This design comes from an exercise in tuning for small area, a short achievable clock period and few clock cycles per item on the open sky130 flow, not from production work. Where RTL was checked, it was by simulation tests only, not by an equivalence proof against the original. Power is estimated from default activity; no workload was simulated.

Setup of JK:
## vadd_pipe_kernel
module vadd_pipe_kernel #(
    parameter int C_DATA_WIDTH = 512,
    parameter int C_LANE_WIDTH = 32,
    parameter int C_STAGES     = 1
) (
    input  logic                    clk,
    input  logic                    reset,
    output logic                    in_ready,
    input  logic                    in_avail,
    input  logic [C_DATA_WIDTH-1:0] in_data,
    input  logic                    out_ready,
    output logic                    out_avail,
    output logic [C_DATA_WIDTH-1:0] out_data,
    input  logic [C_LANE_WIDTH-1:0] cfg_addend,
    input  logic                    cfg_clear,
    output logic [31:0]             beat_count,
    output logic                    ovf_sticky
);
Settings: LEC_CHECK=0, CAP_MARGIN=20, CORE_MARGIN=2, CORE_UTILIZATION=50, SETUP_SLACK_MARGIN=2.8, SLEW_MARGIN=20; clock period 5.5 ns.
standard.sh (not shown) runs the stock make flow with config.mk's settings and CLKGATE_MAP_FILE= SYNTH_SCRIPT=/design/flow/synth_recipe.tcl, a recipe that flattens the netlist after the stock synthesis.
==> flow/flow/run.sh <==
#!/bin/bash
# Own layout flow: the standard ORFS flow with the standard synthesis unchanged, then
#  - every port buffered by a small buffer (buf_1) instead of the default pick,
#  - clock-delay buffers (clkdlybuf4s*) kept out of the resizer's choices after synthesis,
#  - pins placed on adjacent tracks, in_ready and out_ready side by side.
# Each step's full output goes to a log file in the work folder.
set -euo pipefail
W=$(pwd)
bash standard.sh synth > "$W/synth.log" 2>&1
# The platform's own don't-use list (platforms/sky130hd/config.mk).
PLAT_DONT_USE="sky130_fd_sc_hd__probe_p_8 sky130_fd_sc_hd__probec_p_8 sky130_fd_sc_hd__lpflow_bleeder_1 sky130_fd_sc_hd__lpflow_clkbufkapwr_1 sky130_fd_sc_hd__lpflow_clkbufkapwr_16 sky130_fd_sc_hd__lpflow_clkbufkapwr_2 sky130_fd_sc_hd__lpflow_clkbufkapwr_4 sky130_fd_sc_hd__lpflow_clkbufkapwr_8 sky130_fd_sc_hd__lpflow_clkinvkapwr_1 sky130_fd_sc_hd__lpflow_clkinvkapwr_16 sky130_fd_sc_hd__lpflow_clkinvkapwr_2 sky130_fd_sc_hd__lpflow_clkinvkapwr_4 sky130_fd_sc_hd__lpflow_clkinvkapwr_8 sky130_fd_sc_hd__lpflow_decapkapwr_12 sky130_fd_sc_hd__lpflow_decapkapwr_3 sky130_fd_sc_hd__lpflow_decapkapwr_4 sky130_fd_sc_hd__lpflow_decapkapwr_6 sky130_fd_sc_hd__lpflow_decapkapwr_8 sky130_fd_sc_hd__lpflow_inputiso0n_1 sky130_fd_sc_hd__lpflow_inputiso0p_1 sky130_fd_sc_hd__lpflow_inputiso1n_1 sky130_fd_sc_hd__lpflow_inputiso1p_1 sky130_fd_sc_hd__lpflow_inputisolatch_1 sky130_fd_sc_hd__lpflow_isobufsrc_1 sky130_fd_sc_hd__lpflow_isobufsrc_16 sky130_fd_sc_hd__lpflow_isobufsrc_2 sky130_fd_sc_hd__lpflow_isobufsrc_4 sky130_fd_sc_hd__lpflow_isobufsrc_8 sky130_fd_sc_hd__lpflow_isobufsrckapwr_16 sky130_fd_sc_hd__lpflow_lsbuf_lh_hl_isowell_tap_1 sky130_fd_sc_hd__lpflow_lsbuf_lh_hl_isowell_tap_2 sky130_fd_sc_hd__lpflow_lsbuf_lh_hl_isowell_tap_4 sky130_fd_sc_hd__lpflow_lsbuf_lh_isowell_4 sky130_fd_sc_hd__lpflow_lsbuf_lh_isowell_tap_1 sky130_fd_sc_hd__lpflow_lsbuf_lh_isowell_tap_2 sky130_fd_sc_hd__lpflow_lsbuf_lh_isowell_tap_4"
bash standard.sh finish \
  "DONT_USE_CELLS=$PLAT_DONT_USE sky130_fd_sc_hd__clkdlybuf4s15_1 sky130_fd_sc_hd__clkdlybuf4s15_2 sky130_fd_sc_hd__clkdlybuf4s18_1 sky130_fd_sc_hd__clkdlybuf4s18_2 sky130_fd_sc_hd__clkdlybuf4s25_1 sky130_fd_sc_hd__clkdlybuf4s25_2 sky130_fd_sc_hd__clkdlybuf4s50_1 sky130_fd_sc_hd__clkdlybuf4s50_2" \
  "BUFFER_PORTS_ARGS=-buffer_cell sky130_fd_sc_hd__buf_1" \
  "PRE_IO_PLACEMENT_TCL=$W/flow/pins.tcl" \
  "PLACE_PINS_ARGS=-min_distance 1 -min_distance_in_tracks" \
  > "$W/standard.log" 2>&1
Other scripts of this flow, unchanged in this note and not shown: flow/flow/pins.tcl
The following lists how MS was set up differently from JK:
# JK
export LEC_CHECK = 0
export CAP_MARGIN = 20
export CORE_MARGIN = 2
export CORE_UTILIZATION = 50
export SETUP_SLACK_MARGIN = 2.8
export SLEW_MARGIN = 20
create_clock -name core_clock -period 5.5 [get_ports {clk}]
# MS
export LEC_CHECK = 0
export CAP_MARGIN = 20
export CORE_MARGIN = 2
export CORE_UTILIZATION = 50
export CTS_BUF_LIST = sky130_fd_sc_hd__clkbuf_4 sky130_fd_sc_hd__clkbuf_8
export SETUP_SLACK_MARGIN = 2.8
export SLEW_MARGIN = 20
create_clock -name core_clock -period 5.5 [get_ports {clk}]
-- flow/flow/run.sh --
<<< JK, line 12
bash standard.sh finish \
  "DONT_USE_CELLS=$PLAT_DONT_USE sky130_fd_sc_hd__clkdlybuf4s15_1 sky130_fd_sc_hd__clkdlybuf4s15_2 sky130_fd_sc_hd__clkdlybuf4s18_1 sky130_fd_sc_hd__clkdlybuf4s18_2 sky130_fd_sc_hd__clkdlybuf4s25_1 sky130_fd_sc_hd__clkdlybuf4s25_2 sky130_fd_sc_hd__clkdlybuf4s50_1 sky130_fd_sc_hd__clkdlybuf4s50_2" \
  "BUFFER_PORTS_ARGS=-buffer_cell sky130_fd_sc_hd__buf_1" \
  "PRE_IO_PLACEMENT_TCL=$W/flow/pins.tcl" \
>>> MS, line 12
bash standard.sh finish \
  "DONT_USE_CELLS=$PLAT_DONT_USE sky130_fd_sc_hd__clkdlybuf4s15_1 sky130_fd_sc_hd__clkdlybuf4s15_2 sky130_fd_sc_hd__clkdlybuf4s18_1 sky130_fd_sc_hd__clkdlybuf4s18_2 sky130_fd_sc_hd__clkdlybuf4s25_1 sky130_fd_sc_hd__clkdlybuf4s25_2 sky130_fd_sc_hd__clkdlybuf4s50_1 sky130_fd_sc_hd__clkdlybuf4s50_2" \
  "MATCH_CELL_FOOTPRINT=0" \
  "BUFFER_PORTS_ARGS=-buffer_cell sky130_fd_sc_hd__buf_1" \
  "PRE_IO_PLACEMENT_TCL=$W/flow/pins.tcl" \
Findings:
Summary of MS over JK: top-level I/O count level, detailed-route via count climbed 0.56%. Changes observed in MS relative to JK: global-route usage has increased, setup slack of the critical path after layout has increased. Sequential share of layout area: MS vs JK — no meaningful difference.
No functional check of the RTL was part of any run of this note.

---

Another version of the RTL of vadd_pipe_kernel (not shown whole).
Size: roughly 4100 cells after synthesis, ~0.041 mm2 of cells after synthesis.
make LEC_CHECK=0 CAP_MARGIN=20 CORE_MARGIN=2 CORE_UTILIZATION=25 SLEW_MARGIN=20 finish   # period 5.5 ns
run.sh (not shown) runs the stock make flow with config.mk's settings and CLKGATE_MAP_FILE= SYNTH_SCRIPT=/design/flow/synth_recipe.tcl, a recipe that flattens the netlist after the stock synthesis.
Stock flow here: none of the scripts above is used.
The baseline finished clean.
Next try:
==> flow/flow/run.sh (new file) <==
#!/bin/bash
# Own layout flow: the standard ORFS flow (standard synthesis unchanged), with
#  - every port buffered by a small buffer (buf_1) instead of the default pick,
#  - in_ready and out_ready pins kept next to each other (their path is combinational),
# Each step's full output goes to a log file in the work folder.
set -euo pipefail
W=$(pwd)
bash standard.sh finish \
  "BUFFER_PORTS_ARGS=-buffer_cell sky130_fd_sc_hd__buf_1" \
  "PRE_IO_PLACEMENT_TCL=$W/flow/pins.tcl" \
  "PLACE_PINS_ARGS=-min_distance 1 -min_distance_in_tracks" \
  > "$W/standard.log" 2>&1
==> flow/flow/pins.tcl (new file) <==
# Keep the combinational handshake pair (out_ready -> in_ready) side by side.
set_io_pin_constraint -group -order -pin_names {out_ready in_ready}
==> flow/standard.sh (new file) <==
#!/bin/bash
# synth_recipe.tcl (not shown) runs the flow's synth.tcl, then flattens the netlist and writes it again
# the make line also repeats each setting of config.mk as NAME=value (left out here)
make -C /OpenROAD-flow-scripts/flow DESIGN_CONFIG=/design/flow/config.mk WORK_HOME=/design/flow/orfs CLKGATE_MAP_FILE= SYNTH_SCRIPT=/design/flow/synth_recipe.tcl "${@:-finish}"
- CORE_UTILIZATION: 25 -> 50
- SETUP_SLACK_MARGIN: not set -> 2.8
removed: flow/run.sh
Outcome:
- The changed run finished clean
- critical path depth does not change
- synthesized cell count is unchanged
- combinational power goes down by about 2%
- die area drops by 50%
- non-clock buffer count grows by 407
- via count goes up by 6.1%
- final area rises by 1.9%
- cell count shrinks by 9.6%
- synthesized area is unchanged
- count of clock-buffer cells in the layout drops by 8
- clock skew decreases by 0.020 ns
Next try:
--- a/flow/flow/run.sh
+++ b/flow/flow/run.sh
@@ -11 +10,0 @@
-  "PLACE_PINS_ARGS=-min_distance 1 -min_distance_in_tracks" \
Result: Now the flow never finished: it broke off in I/O pin placement (3_2_place_iop) (PPL-0024). Synthesized area is unchanged. Synthesized cell count does not change.
No functional check of the RTL was part of any run of this note.

---

Another version of the RTL of vadd_pipe_kernel (not shown whole).
Size: roughly 550 flip-flops, roughly 0.037 mm² of cells after synthesis.
// vadd_pipe_kernel
module vadd_pipe_kernel #(
    parameter int C_DATA_WIDTH = 512,
    parameter int C_LANE_WIDTH = 32,
    parameter int C_STAGES     = 1
) (
    input  logic                    clk,
    input  logic                    reset,
    output logic                    in_ready,
    input  logic                    in_avail,
    input  logic [C_DATA_WIDTH-1:0] in_data,
    input  logic                    out_ready,
    output logic                    out_avail,
    output logic [C_DATA_WIDTH-1:0] out_data,
    input  logic [C_LANE_WIDTH-1:0] cfg_addend,
    input  logic                    cfg_clear,
    output logic [31:0]             beat_count,
    output logic                    ovf_sticky
);
    localparam int N_LANES = C_DATA_WIDTH / C_LANE_WIDTH;
    logic                    valid_q;
    logic [C_DATA_WIDTH-1:0] data_q;
    logic [C_DATA_WIDTH-1:0] lane_result;
    logic [N_LANES-1:0]      lane_carry;
    logic                    load;
    for (genvar i = 0; i < N_LANES; i++) begin : g_lane
        add32 u_add (
            .a (in_data[i*C_LANE_WIDTH +: C_LANE_WIDTH]),
            .b (cfg_addend),
            .s (lane_result[i*C_LANE_WIDTH +: C_LANE_WIDTH]),
            .co(lane_carry[i])
        );
    end
  ...
Settings: LEC_CHECK=0, CAP_MARGIN=20, CORE_MARGIN=2, CORE_UTILIZATION=50, SETUP_SLACK_MARGIN=2.8, SLEW_MARGIN=20; clock period 5.5 ns.
standard.sh (not shown) runs the stock make flow with config.mk's settings and CLKGATE_MAP_FILE= SYNTH_SCRIPT=/design/flow/synth_recipe.tcl, a recipe that flattens the netlist after the stock synthesis.
==> flow/flow/run.sh <==
#!/bin/bash
# Own layout flow: the standard ORFS flow (standard synthesis unchanged), with
#  - every port buffered by a small buffer (buf_1) instead of the default pick,
#  - in_ready and out_ready pins kept next to each other (their path is combinational),
# Each step's full output goes to a log file in the work folder.
set -euo pipefail
W=$(pwd)
bash standard.sh finish \
  "BUFFER_PORTS_ARGS=-buffer_cell sky130_fd_sc_hd__buf_1" \
  "PRE_IO_PLACEMENT_TCL=$W/flow/pins.tcl" \
  "PLACE_PINS_ARGS=-min_distance 1 -min_distance_in_tracks" \
  > "$W/standard.log" 2>&1
==> flow/flow/pins.tcl <==
# Keep the combinational handshake pair (out_ready -> in_ready) side by side.
set_io_pin_constraint -group -order -pin_names {out_ready in_ready}
==> next run, changes <==
--- a/flow/flow/run.sh
+++ b/flow/flow/run.sh
@@ -11 +10,0 @@
-  "PLACE_PINS_ARGS=-min_distance 1 -min_distance_in_tracks" \
With this change the flow stopped in I/O pin placement with PPL-0024.
Synthesized cell count does not change.
Synthesized area stays the same.
Function was not checked in any run of this note: the RTL went through the layout flow alone.

---

Setup of build 13:
vadd_pipe_kernel, a different RTL version from the one above (not shown whole).
Size in the first run: ~5300 cells after synthesis, about 1100 I/O pins.
clock: 5.5 ns
lec_check: 0
cap_margin: 20
core_margin: 2
core_utilization: 50
setup_slack_margin: 2.8
slew_margin: 20
synth_hierarchical: 1
==> flow/flow/run.sh <==
#!/bin/bash
# Own layout flow: the standard ORFS flow with the standard synthesis unchanged, then
#  - every port buffered by a small buffer (buf_1) instead of the default pick,
#  - clock-delay buffers (clkdlybuf4s*) kept out of the resizer's choices after synthesis,
#  - pins placed on adjacent tracks, in_ready and out_ready side by side,
#  - the simple adder gates reset to drive strength 1 before floorplan repair (downsize.tcl).
# Each step's full output goes to a log file in the work folder.
set -euo pipefail
W=$(pwd)
bash standard.sh synth > "$W/synth.log" 2>&1
# The platform's own don't-use list (platforms/sky130hd/config.mk).
PLAT_DONT_USE="sky130_fd_sc_hd__probe_p_8 sky130_fd_sc_hd__probec_p_8 sky130_fd_sc_hd__lpflow_bleeder_1 sky130_fd_sc_hd__lpflow_clkbufkapwr_1 sky130_fd_sc_hd__lpflow_clkbufkapwr_16 sky130_fd_sc_hd__lpflow_clkbufkapwr_2 sky130_fd_sc_hd__lpflow_clkbufkapwr_4 sky130_fd_sc_hd__lpflow_clkbufkapwr_8 sky130_fd_sc_hd__lpflow_clkinvkapwr_1 sky130_fd_sc_hd__lpflow_clkinvkapwr_16 sky130_fd_sc_hd__lpflow_clkinvkapwr_2 sky130_fd_sc_hd__lpflow_clkinvkapwr_4 sky130_fd_sc_hd__lpflow_clkinvkapwr_8 sky130_fd_sc_hd__lpflow_decapkapwr_12 sky130_fd_sc_hd__lpflow_decapkapwr_3 sky130_fd_sc_hd__lpflow_decapkapwr_4 sky130_fd_sc_hd__lpflow_decapkapwr_6 sky130_fd_sc_hd__lpflow_decapkapwr_8 sky130_fd_sc_hd__lpflow_inputiso0n_1 sky130_fd_sc_hd__lpflow_inputiso0p_1 sky130_fd_sc_hd__lpflow_inputiso1n_1 sky130_fd_sc_hd__lpflow_inputiso1p_1 sky130_fd_sc_hd__lpflow_inputisolatch_1 sky130_fd_sc_hd__lpflow_isobufsrc_1 sky130_fd_sc_hd__lpflow_isobufsrc_16 sky130_fd_sc_hd__lpflow_isobufsrc_2 sky130_fd_sc_hd__lpflow_isobufsrc_4 sky130_fd_sc_hd__lpflow_isobufsrc_8 sky130_fd_sc_hd__lpflow_isobufsrckapwr_16 sky130_fd_sc_hd__lpflow_lsbuf_lh_hl_isowell_tap_1 sky130_fd_sc_hd__lpflow_lsbuf_lh_hl_isowell_tap_2 sky130_fd_sc_hd__lpflow_lsbuf_lh_hl_isowell_tap_4 sky130_fd_sc_hd__lpflow_lsbuf_lh_isowell_4 sky130_fd_sc_hd__lpflow_lsbuf_lh_isowell_tap_1 sky130_fd_sc_hd__lpflow_lsbuf_lh_isowell_tap_2 sky130_fd_sc_hd__lpflow_lsbuf_lh_isowell_tap_4"
bash standard.sh finish \
  "DONT_USE_CELLS=$PLAT_DONT_USE sky130_fd_sc_hd__clkdlybuf4s15_1 sky130_fd_sc_hd__clkdlybuf4s15_2 sky130_fd_sc_hd__clkdlybuf4s18_1 sky130_fd_sc_hd__clkdlybuf4s18_2 sky130_fd_sc_hd__clkdlybuf4s25_1 sky130_fd_sc_hd__clkdlybuf4s25_2 sky130_fd_sc_hd__clkdlybuf4s50_1 sky130_fd_sc_hd__clkdlybuf4s50_2" \
  "BUFFER_PORTS_ARGS=-buffer_cell sky130_fd_sc_hd__buf_1" \
  "PRE_FLOORPLAN_TCL=$W/flow/downsize.tcl" \
  "PRE_IO_PLACEMENT_TCL=$W/flow/pins.tcl" \
  "PLACE_PINS_ARGS=-min_distance 1 -min_distance_in_tracks" \
  > "$W/standard.log" 2>&1
Scripts as last shown in full above: flow/flow/pins.tcl
Other scripts of this flow, unchanged in this note and not shown: flow/flow/downsize.tcl
Testbench counts of build 13, summed over its fixed seeds: cycles 18,258, items 16,000.
For trial 5, these inputs were changed with respect to build 13:
# build 13
export LEC_CHECK = 0
export CAP_MARGIN = 20
export CORE_MARGIN = 2
export CORE_UTILIZATION = 50
export SETUP_SLACK_MARGIN = 2.8
export SLEW_MARGIN = 20
export SYNTH_HIERARCHICAL = 1
create_clock -name core_clock -period 5.5 [get_ports {clk}]
# trial 5
export LEC_CHECK = 0
export CAP_MARGIN = 20
export CORE_MARGIN = 2
export CORE_UTILIZATION = 50
export CTS_BUF_LIST = sky130_fd_sc_hd__clkbuf_8
export SETUP_SLACK_MARGIN = 2.8
export SLEW_MARGIN = 20
export SYNTH_HIERARCHICAL = 1
create_clock -name core_clock -period 5.5 [get_ports {clk}]
Clock group share of total power (lower): trial 5
Going from build 13 to trial 5, post-detailed-routing wire length stayed essentially flat; global-route usage stayed essentially flat.

[static timing again, ports no longer ideal]
No port has a modelled driver above. Below, the same layouts with a new extraction and two added sets of constraints. Step 1 (the two cells are an assumption about what drives the block):
set clk [get_ports {clk}]
set_driving_cell -lib_cell sky130_fd_sc_hd__clkbuf_16 $clk
set_driving_cell -lib_cell sky130_fd_sc_hd__buf_2 [delete_from_list [all_inputs] $clk]
Step 2, shift: input delay + t, output delay - t, t = (earliest + latest rising clock arrival at the registers) / 2. This alone moves slack from input paths to output paths. Three values: no drivers, after step 1, after step 2; two values: the first two.
run | t, ns | setup WS [ns] | worst hold slack (ns) | worst slew at a driven data input, ns | cell pins on the clock port's net
JK | 0.677 | 1.816 / 1.837 / 1.160 | 0.505 / 0.505 / 0.505 | 0.20 | 1
MS | 0.776 | 1.959 / 1.959 / 1.183 | 0.499 / 0.499 / 0.499 | 0.23 | 1
the first run of note 2 | 0.773 | 0.657 / 0.715 / -0.058 | 0.512 / 0.512 / 0.512 | 0.29 | 1
the second run of note 2 | 0.699 | 1.744 / 1.766 / 1.067 | 0.502 / 0.502 / 0.502 | 0.24 | 1
the first run of note 3 | 0.663 | 1.238 / 1.259 / 0.596 | 0.500 / 0.500 / 0.500 | 0.21 | 1
build 13 | 0.675 | 2.819 / 2.762 / 2.233 | 0.482 / 0.482 / 0.482 | 0.20 | 1
trial 5 | 0.780 | 2.772 / 2.706 / 2.088 | 0.483 / 0.483 / 0.483 | 0.23 | 1
Met with ideal ports but missed after step 2: setup timing in the first run of note 2. The setup slack of MS, which loses most, moves by 0.000 ns with the drivers and by -0.776 ns with both steps.
